This design comes from an exercise in tuning for small area, a short achievable clock period and few clock cycles on the open sky130 flow, not from production work.
Function was checked by simulation only, so behaviour that the tests miss may differ from the original.
No activity file was given, so power comes from the tool's default toggle rates.

`design.v`:
```
`timescale 1ns/1ps
package mem_burst_pkg;
    localparam int ADDR_W         = 32;
    localparam int BEAT_W         = 64;     
    localparam int BEATS_PER_LINE = 4;
    localparam int LINE_W         = BEAT_W * BEATS_PER_LINE;   
    localparam int BEAT_IDX_W     = 2;      
    localparam int LINE_OFFSET_W  = 5;      
    typedef logic [ADDR_W-1:0] addr_t;
    typedef logic [BEAT_W-1:0] beat_t;
    typedef logic [LINE_W-1:0] line_t;
    typedef struct packed {
        addr_t addr;      
        logic  read;      
        logic  write;     
        line_t wdata;     
    } line_req_t;
    typedef struct packed {
        logic  resp;      
        line_t rdata;     
    } line_resp_t;
    typedef enum logic [2:0] {
        IDLE,             
        ISSUE,            
        READ_WAIT,        
        WRITE_BEATS,      
        RESPOND           
    } burst_state_t;
endpackage
`timescale 1ns/1ps
module beat_counter (
    input  logic                                 clk,
    input  logic                                 rst_n,
    input  logic                                 clear,          
    input  logic                                 beat_advance,   
    output logic [mem_burst_pkg::BEAT_IDX_W-1:0] beat_idx,
    output logic                                 last_beat
);
    logic wrapped;     
    always_ff @(posedge clk) begin
        if (!rst_n) begin
            beat_idx <= '0;
        end else if (clear) begin
            beat_idx <= '0;
        end else if (beat_advance) begin
            beat_idx <= beat_idx + 1'b1;      
        end
    end
    always_ff @(posedge clk) begin
        if (!rst_n) begin
            wrapped <= 1'b0;
        end else if (clear) begin
            wrapped <= 1'b0;
        end else if (last_beat) begin
            wrapped <= 1'b1;
        end
    end
    assign last_beat = beat_advance
                    && (beat_idx == mem_burst_pkg::BEAT_IDX_W'(mem_burst_pkg::BEATS_PER_LINE - 1));
endmodule
`timescale 1ns/1ps
module line_assembler (
    input  logic                                 clk,
    input  logic                                 rst_n,
    input  logic                                 beat_we,      
    input  logic [mem_burst_pkg::BEAT_IDX_W-1:0] beat_idx,     
    input  mem_burst_pkg::beat_t                 bmem_rdata,
    output mem_burst_pkg::line_t                 rd_line
);
    always_ff @(posedge clk) begin
        if (!rst_n) begin
            rd_line <= '0;
        end else if (beat_we) begin
            rd_line[beat_idx*mem_burst_pkg::BEAT_W +: mem_burst_pkg::BEAT_W] <= bmem_rdata;
        end
    end
endmodule
`timescale 1ns/1ps
module write_beat_mux (
    input  mem_burst_pkg::line_t                 wr_line,     
    input  logic [mem_burst_pkg::BEAT_IDX_W-1:0] beat_idx,    
    output mem_burst_pkg::beat_t                 bmem_wdata
);
    always_comb begin
        unique case (beat_idx)
            2'd0:    bmem_wdata = wr_line[0*mem_burst_pkg::BEAT_W +: mem_burst_pkg::BEAT_W];
            2'd1:    bmem_wdata = wr_line[1*mem_burst_pkg::BEAT_W +: mem_burst_pkg::BEAT_W];
            2'd2:    bmem_wdata = wr_line[2*mem_burst_pkg::BEAT_W +: mem_burst_pkg::BEAT_W];
            default: bmem_wdata = wr_line[3*mem_burst_pkg::BEAT_W +: mem_burst_pkg::BEAT_W];
        endcase
    end
endmodule
`timescale 1ns/1ps
module burst_req_fsm (
    input  logic                     clk,
    input  logic                     rst_n,
    input  mem_burst_pkg::line_req_t icache_req,
    input  mem_burst_pkg::line_req_t dcache_req,
    input  logic                     bmem_ready,
    input  logic                     bmem_rvalid,
    input  logic                     last_beat,       
    output mem_burst_pkg::addr_t     bmem_addr,
    output logic                     bmem_read,
    output logic                     bmem_write,
    output logic                     read_cmd,        
    output logic                     beat_advance,    
    output mem_burst_pkg::line_t     wr_line,
    output logic                     icache_resp_pulse,
    output logic                     dcache_resp_pulse
);
    mem_burst_pkg::burst_state_t state, state_next;
    logic                 sel_dcache;     
    logic                 is_write;       
    mem_burst_pkg::addr_t req_addr;       
    logic                 write_active;
    logic                 respond;
    logic dcache_want;
    logic icache_want;
    logic launch;
    assign dcache_want = dcache_req.read || dcache_req.write;
    assign icache_want = icache_req.read;                       
    assign launch = (state == mem_burst_pkg::ISSUE) && (is_write || bmem_ready);
    always_ff @(posedge clk) begin
        if (!rst_n) begin
            state      <= mem_burst_pkg::IDLE;
            sel_dcache <= 1'b0;
            is_write   <= 1'b0;
        end else begin
            state <= state_next;
            if (state == mem_burst_pkg::IDLE) begin
                if (dcache_want) begin
                    sel_dcache <= 1'b1;
                    is_write   <= dcache_req.write;     
                end else if (icache_want) begin
                    sel_dcache <= 1'b0;
                    is_write   <= 1'b0;
                end
            end
        end
    end
    always_ff @(posedge clk) begin
        if (state == mem_burst_pkg::IDLE) begin
            if (dcache_want) begin
                req_addr <= dcache_req.addr;
                wr_line  <= dcache_req.wdata;
            end else if (icache_want) begin
                req_addr <= icache_req.addr;
                wr_line  <= icache_req.wdata;      
            end
        end
    end
    always_comb begin
        state_next = state;
        unique case (state)
            mem_burst_pkg::IDLE: begin
                if (dcache_want || icache_want) state_next = mem_burst_pkg::ISSUE;
            end
            mem_burst_pkg::ISSUE: begin
                if (launch) begin
                    state_next = is_write ? mem_burst_pkg::WRITE_BEATS
                                          : mem_burst_pkg::READ_WAIT;
                end
            end
            mem_burst_pkg::READ_WAIT: begin
                if (last_beat) state_next = mem_burst_pkg::RESPOND;      
            end
            mem_burst_pkg::WRITE_BEATS: begin
                if (last_beat) state_next = mem_burst_pkg::RESPOND;      
            end
            mem_burst_pkg::RESPOND: state_next = mem_burst_pkg::IDLE;
            default:                state_next = mem_burst_pkg::IDLE;
        endcase
    end
    assign write_active = (state == mem_burst_pkg::WRITE_BEATS);
    assign respond      = (state == mem_burst_pkg::RESPOND);
    assign bmem_addr  = req_addr;                  
    assign bmem_read  = launch && !is_write;       
    assign bmem_write = write_active;
    assign read_cmd   = launch;
    assign beat_advance = ((state == mem_burst_pkg::READ_WAIT) && bmem_rvalid)
                       || (write_active && bmem_ready);
    assign icache_resp_pulse = respond && !sel_dcache;
    assign dcache_resp_pulse = respond && sel_dcache;
endmodule
`timescale 1ns/1ps
module bmem_controller (
    input  logic                     clk,
    input  logic                     rst_n,
    input  mem_burst_pkg::line_req_t  icache_req,     
    output mem_burst_pkg::line_resp_t icache_resp,
    input  mem_burst_pkg::line_req_t  dcache_req,     
    output mem_burst_pkg::line_resp_t dcache_resp,
    output mem_burst_pkg::addr_t     bmem_addr,
    output logic                     bmem_read,
    output logic                     bmem_write,
    output mem_burst_pkg::beat_t     bmem_wdata,
    input  logic                     bmem_ready,
    input  mem_burst_pkg::beat_t     bmem_rdata,
    input  logic                     bmem_rvalid
);
    logic                                 read_cmd;       
    logic                                 beat_advance;   
    mem_burst_pkg::line_t                 wr_line;        
    logic                                 icache_resp_pulse;
    logic                                 dcache_resp_pulse;
    logic [mem_burst_pkg::BEAT_IDX_W-1:0] beat_idx;
    logic                                 last_beat;
    mem_burst_pkg::line_t                 rd_line;        
    burst_req_fsm fsm_i (
        .clk               (clk),
        .rst_n             (rst_n),
        .icache_req        (icache_req),
        .dcache_req        (dcache_req),
        .bmem_ready        (bmem_ready),
        .bmem_rvalid       (bmem_rvalid),
        .last_beat         (last_beat),
        .bmem_addr         (bmem_addr),
        .bmem_read         (bmem_read),
        .bmem_write        (bmem_write),
        .read_cmd          (read_cmd),
        .beat_advance      (beat_advance),
        .wr_line           (wr_line),
        .icache_resp_pulse (icache_resp_pulse),
        .dcache_resp_pulse (dcache_resp_pulse)
    );
    beat_counter beat_cnt_i (
        .clk          (clk),
        .rst_n        (rst_n),
        .clear        (read_cmd),        
        .beat_advance (beat_advance),
        .beat_idx     (beat_idx),
        .last_beat    (last_beat)
    );
    line_assembler line_asm_i (
        .clk        (clk),
        .rst_n      (rst_n),
        .beat_we    (bmem_rvalid),       
        .beat_idx   (beat_idx),
        .bmem_rdata (bmem_rdata),
        .rd_line    (rd_line)
    );
    write_beat_mux wr_mux_i (
        .wr_line    (wr_line),
        .beat_idx   (beat_idx),
        .bmem_wdata (bmem_wdata)
    );
    assign icache_resp.resp  = icache_resp_pulse;
    assign icache_resp.rdata = rd_line;
    assign dcache_resp.resp  = dcache_resp_pulse;
    assign dcache_resp.rdata = rd_line;
endmodule
`timescale 1ns/1ps
module bmem_top (
    input  logic         clk,
    input  logic         rst_n,
    input  logic [31:0]  icache_addr,
    input  logic         icache_read,
    output logic         icache_resp,
    output logic [255:0] icache_rdata,
    input  logic [31:0]  dcache_addr,
    input  logic         dcache_read,
    input  logic         dcache_write,
    input  logic [255:0] dcache_wdata,
    output logic         dcache_resp,
    output logic [255:0] dcache_rdata,
    output logic [31:0]  bmem_addr,
    output logic         bmem_read,
    output logic         bmem_write,
    output logic [63:0]  bmem_wdata,
    input  logic         bmem_ready,
    input  logic [63:0]  bmem_rdata,
    input  logic         bmem_rvalid
);
    mem_burst_pkg::line_req_t  icache_req_s;
    mem_burst_pkg::line_req_t  dcache_req_s;
    mem_burst_pkg::line_resp_t icache_resp_s;
    mem_burst_pkg::line_resp_t dcache_resp_s;
    assign icache_req_s.addr  = icache_addr;
    assign icache_req_s.read  = icache_read;
    assign icache_req_s.write = 1'b0;
    assign icache_req_s.wdata = '0;
    assign dcache_req_s.addr  = dcache_addr;
    assign dcache_req_s.read  = dcache_read;
    assign dcache_req_s.write = dcache_write;
    assign dcache_req_s.wdata = dcache_wdata;
    bmem_controller ctrl_i (
        .clk         (clk),
        .rst_n       (rst_n),
        .icache_req  (icache_req_s),
        .icache_resp (icache_resp_s),
        .dcache_req  (dcache_req_s),
        .dcache_resp (dcache_resp_s),
        .bmem_addr   (bmem_addr),
        .bmem_read   (bmem_read),
        .bmem_write  (bmem_write),
        .bmem_wdata  (bmem_wdata),
        .bmem_ready  (bmem_ready),
        .bmem_rdata  (bmem_rdata),
        .bmem_rvalid (bmem_rvalid)
    );
    assign icache_resp  = icache_resp_s.resp;
    assign icache_rdata = icache_resp_s.rdata;
    assign dcache_resp  = dcache_resp_s.resp;
    assign dcache_rdata = dcache_resp_s.rdata;
endmodule
```
`constraint.sdc`:
```
create_clock -name core_clock -period 5.0 [get_ports {clk}]
set_input_delay 1.0000 -clock core_clock [delete_from_list [all_inputs] [get_ports {clk}]]
set_output_delay 1.0000 -clock core_clock [all_outputs]
set_load 0.01 [all_outputs]
```
`config.mk`:
```
export PLATFORM = sky130hd
export DESIGN_NAME = bmem_top
export DESIGN_NICKNAME = bmem_top
export VERILOG_FILES = /design/flow/design.v
export SDC_FILE = /design/flow/constraint.sdc
export NUM_CORES = 4
export LEC_CHECK = 0
export CAP_MARGIN = 20
export CORE_AREA = 10 10 370 370
export DIE_AREA = 0 0 380 380
export PLACE_DENSITY = 0.4
export SLEW_MARGIN = 20
```
`run.sh`:
```
#!/bin/bash
# synth_recipe.tcl (not shown) runs the flow's synth.tcl, then flattens the netlist and writes it again
# the make line also repeats each setting of config.mk as NAME=value (left out here)
make -C /OpenROAD-flow-scripts/flow DESIGN_CONFIG=/design/flow/config.mk WORK_HOME=/design/flow/orfs CLKGATE_MAP_FILE= SYNTH_SCRIPT=/design/flow/synth_recipe.tcl finish
```
==> impl_metrics.json <==
{
  "worst_hold_slack_ns": 0.5249,
  "r2r_end": "ctrl_i.line_asm_i.rd_line[141]",
  "detailedPlace.worstSlack_ns": 1.140,
  "path_buf_inv": 2,
  "synth_edf_count": 288,
  "dr.pass1.iters": 6,
  "avgViaCountPerCell": 4.090,
  "dieWidth_microns": 380,
  "timing.rr.start": "ctrl_i.beat_cnt_i.beat_idx[0]",
  "cp_max_fo": 55,
  "crit_path_max_incr_delay_ns": 0.80,
  "synth_top_cell_by_area": "edfxtp_1",
  "htreeDepth": 3,
  "start_kind": "flop",
  "critPathCapture": "bmem_wdata[17]",
  "overflow": 0,
  "rows": 132,
  "path_clk_slew_ns": 0.06,
  "cts_hold_buf": 0,
  "crit_cells": 5,
  "start_util_pct": 18.02,
  "cp_top_family": "buffers and inverters",
  "tightest_slew_ns": 1.157,
  "grt_pass1_wl_mm": 168.1,
  "dieArea_sq_um": 144400,
  "gp_congestion": 0.8254,
  "port_buffers": 1002,
  "dp.final_hpwl_mm": 94.58,
  "seq_power_share_pct": 42.1,
  "leakage_nw": 12.33,
  "cp.arrival_ns": 3.55,
  "p_per_area_nw_per_um2": 441.3,
  "cts.path.max_buffers": 3,
  "drtIter0Drc": 1694,
  "fin_crit_sh_pct": 90.94,
  "cts.sinks": 551,
  "final_cells": 4512,
  "power.switching_mw": 4.867,
  "cts_made_buffers": 74,
  "min_path_type": "reg -> reg",
  "worst_r2r_path_depth": 8,
  "synthTopCellsByArea": "edfxtp_1 37%, dfxtp_1 23%, buf_4 8.5%",
  "slew-limit-headroom_pct": 22.84,
  "wl_per_cell_microns": 27.45,
  "die_h_microns": 380,
  "netlist_instances": 1997,
  "synth.distinct_cells": 35,
  "yosys-top-cells-count": "288 x edfxtp_1, 265 x nor2_1, 263 x buf_4, 263 x dfxtp_1, 258 x a22oi_1",
  "outcome": "complete, no violations",
  "synth.avg_cell_area_sq_um": 11.65,
  "cts-root-buf": "clkbuf_16",
  "ioPinCount": 1003,
  "hold_viol": 0,
  "cap_violations": 0,
  "finalInstanceArea_sq_um": 35820,
  "vdd_drop_max_uv": 327.3,
  "postRouteAntennaNets": 0,
  "fill_cells": 13580,
  "route.detailed.drc": 0,
  "synth-seq-cells": 551,
  "clk_latency_ns": 0.65,
  "postSynth.asyncResetShare_pct": 0,
  "antenna_found_initial": 47,
  "fin_setup_tns_ns": 0,
  "syn2layout_area_growth_pct": 53.95,
  "p_int_mw": 10.94,
  "drive_gt1_share_pct": 6.872,
  "synth_nets": 2396,
  "yosysWarnings": 4,
  "setup_violations": 0,
  "period_minus_slack_ns": 4.547,
  "vias": 18452,
  "drv_slew": 0,
  "criticalPathCategory": "reg -> out",
  "ff2ff_setup_slack_ns": 1.60,
  "multi_input_area_sq_um": 6634,
  "post_cts_buffers": 0,
  "fin_ws_ns": 0.4530,
  "grt_max_degree": 141,
  "synth_area_sq_um": 23270,
  "synth_seq_area_share_pct": 59.79,
  "ys.flop_type": "edfxtp_1",
  "yosysMostFrequentCell": "edfxtp_1",
  "clockPowerShare_pct": 33.2,
  "routed_wl_mm": 123.9,
  "cp-end-kind": "primary output",
  "finClkSkew_ns": 0.02307,
  "cp.required_ns": 4.00,
  "yosysTopAreaCellShare_pct": 37.17,
  "path_cells": "inv_2 > ha_4 > a222oi_1 > mux2i_1 > clkdlybuf4s50_1",
  "swShare_pct": 30.79,
  "cts_tree": "yes",
  "register_area_sq_um": 13910,
  "placed_cell_area_sq_um": 33410,
  "layout.nets": 3111,
  "grt_pass1_vias": 18982,
  "grt_usage_pct": 16.40,
  "max_freq_mhz": 219.9,
  "pwr-share-comb_pct": 24.6,
  "rsz0062_at_grt": "no",
  "ctsResizeCount": 0,
  "cp-startpoint": "ctrl_i.beat_cnt_i.beat_idx[0]",
  "coreArea_sq_um": 129200,
  "dpl.cell_count": 4378,
  "crit_slowest_cell": "clkdlybuf4s50_1"
}
registers in the layout, summed over array words and instances, names as in the netlist:
register,flops
ctrl_i.fsm_i.sel_dcache,1
ctrl_i.fsm_i.state,3
ctrl_i.beat_cnt_i.beat_idx,2
ctrl_i.fsm_i.req_addr,32
ctrl_i.fsm_i.wr_line,256
ctrl_i.fsm_i.is_write,1
ctrl_i.line_asm_i.rd_line,256
cell families (layout without fill, tap and decap cells):
family / after synthesis / after routing / synth area share [%]
flops: 551 / 551 / 59.79
simple gates: 545 / 545 / 11.84
buf+inv: 465 / 1233 / 12.23
compound gates: 328 / 328 / 11.23
mux: 99 / 99 / 4.436
fa+ha+maj: 8 / 8 / 0.4302
xor+xnor: 1 / 1 / 0.03765
other cells: 0 / 5 / 0
routing by layer:
layer | track usage (%) | vias up | part of all wire (%) | routed length [microns]
met1 | 17.70 | 9077 | 37 | 45460
met4 | 5.710 | 66 | 3.4 | 4190
met5 | 0 | - | 0.33 | 408
met3 | 7.672 | 200 | 11 | 13450
met2 | 28.01 | 822 | 49 | 60360
li1 | - | 8287 | - | -
worst min-delay path: cells and delay by family (launching register included):
kind | cells | cell delay, ns
flip-flops | 1 | 0.34
AND/OR/NAND/NOR | 1 | 0.07
AO/OA/AOI/OAI | 1 | 0.07
worst min-delay path by stage:
stage                                    from                        endpoint  slack [ns]  depth (start not counted)
3_3_place_gp   ctrl_i.line_asm_i.rd_line[181]  ctrl_i.line_asm_i.rd_line[181]        0.51                          2
2_1_floorplan         ctrl_i.fsm_i.sel_dcache         ctrl_i.fsm_i.sel_dcache        0.48                          2
6_report       ctrl_i.line_asm_i.rd_line[186]  ctrl_i.line_asm_i.rd_line[186]        0.52                          2
3_5_place_dp   ctrl_i.line_asm_i.rd_line[186]  ctrl_i.line_asm_i.rd_line[186]        0.51                          2
4_1_cts        ctrl_i.line_asm_i.rd_line[186]  ctrl_i.line_asm_i.rd_line[186]        0.53                          2
5_1_grt               ctrl_i.fsm_i.sel_dcache         ctrl_i.fsm_i.sel_dcache        0.55                          2
final cells by class:
| cell class | count | area share (%) |
|---|---|---|
| timing repair buffer | 1036 | 29.10 |
| antenna | 5 | 0.03493 |
| sequential | 551 | 38.84 |
| inverter | 68 | 0.7335 |
| clock buffer | 98 | 5.644 |
| clock inverter | 31 | 1.048 |
| tap | 1742 | 6.085 |
| multi-input combinational | 981 | 18.52 |
per-stage QoR:
step	power, mW	utilization, %
after global routing	16.62	27.73
final	15.81	27.74
after floorplan	8.419	-
after CTS	16.15	27.73
after detailed placement	10.74	25.87
after global placement	10.77	25.87
power groups by stage:
stage / Sequential [mW] / Clock [mW] / Combinational [mW]
after floorplan: 6.76 / 0 / 1.66
after global placement: 6.78 / 0 / 3.99
final: 6.66 / 5.25 / 3.89
after detailed placement: 6.76 / 0 / 3.98
after CTS: 6.68 / 5.46 / 4.00
after global routing: 6.76 / 5.63 / 4.22
layout by cell type (no fill, tap or decap), types with 5 or more instances in the layout:
cell type        instances
clkinv_1                 8
diode_2                  5
a222oi_1                64
clkdlybuf4s50_1       1002
clkbuf_1                16
mux2i_1                 66
clkbuf_16               74
clkinv_2                 7
and2_1                 256
mux2_2                  33
a22oi_1                258
edfxtp_1               288
dfxtp_1                263
nor2_1                 264
inv_1                   66
buf_4                   23
buf_12                  11
clkbuf_8                 8
Testbench counts, summed over its fixed seeds: cycles 17,244.

[static timing again, ports no longer ideal]
The results above use ideal ports. As a check the final layout listed here was re-extracted and re-timed, cells and wires unchanged. Step 1, drivers: a clkbuf_16 drives clk and a buf_2 each remaining input, both assumed. Step 2 adds t to the input delays and takes it off the output delays; t is the mean of the earliest and latest rising clock arrival at the registers after step 1. Input paths then give back, and output paths get back, about the clock's delay inside the block. Slacks: ideal / step 1 / step 2; pairs: ideal / step 1.
t, ns: 0.707
setup slack, ns: 0.453 / 0.379 / 1.086
clock arrival spread, ns: 0.038 / 0.038
slew at the worst register clock pin (ns): 0.06 / 0.06
After both steps this run still meets setup and hold. The setup slack of this run moves by -0.074 ns with the drivers and by +0.633 ns with both steps.
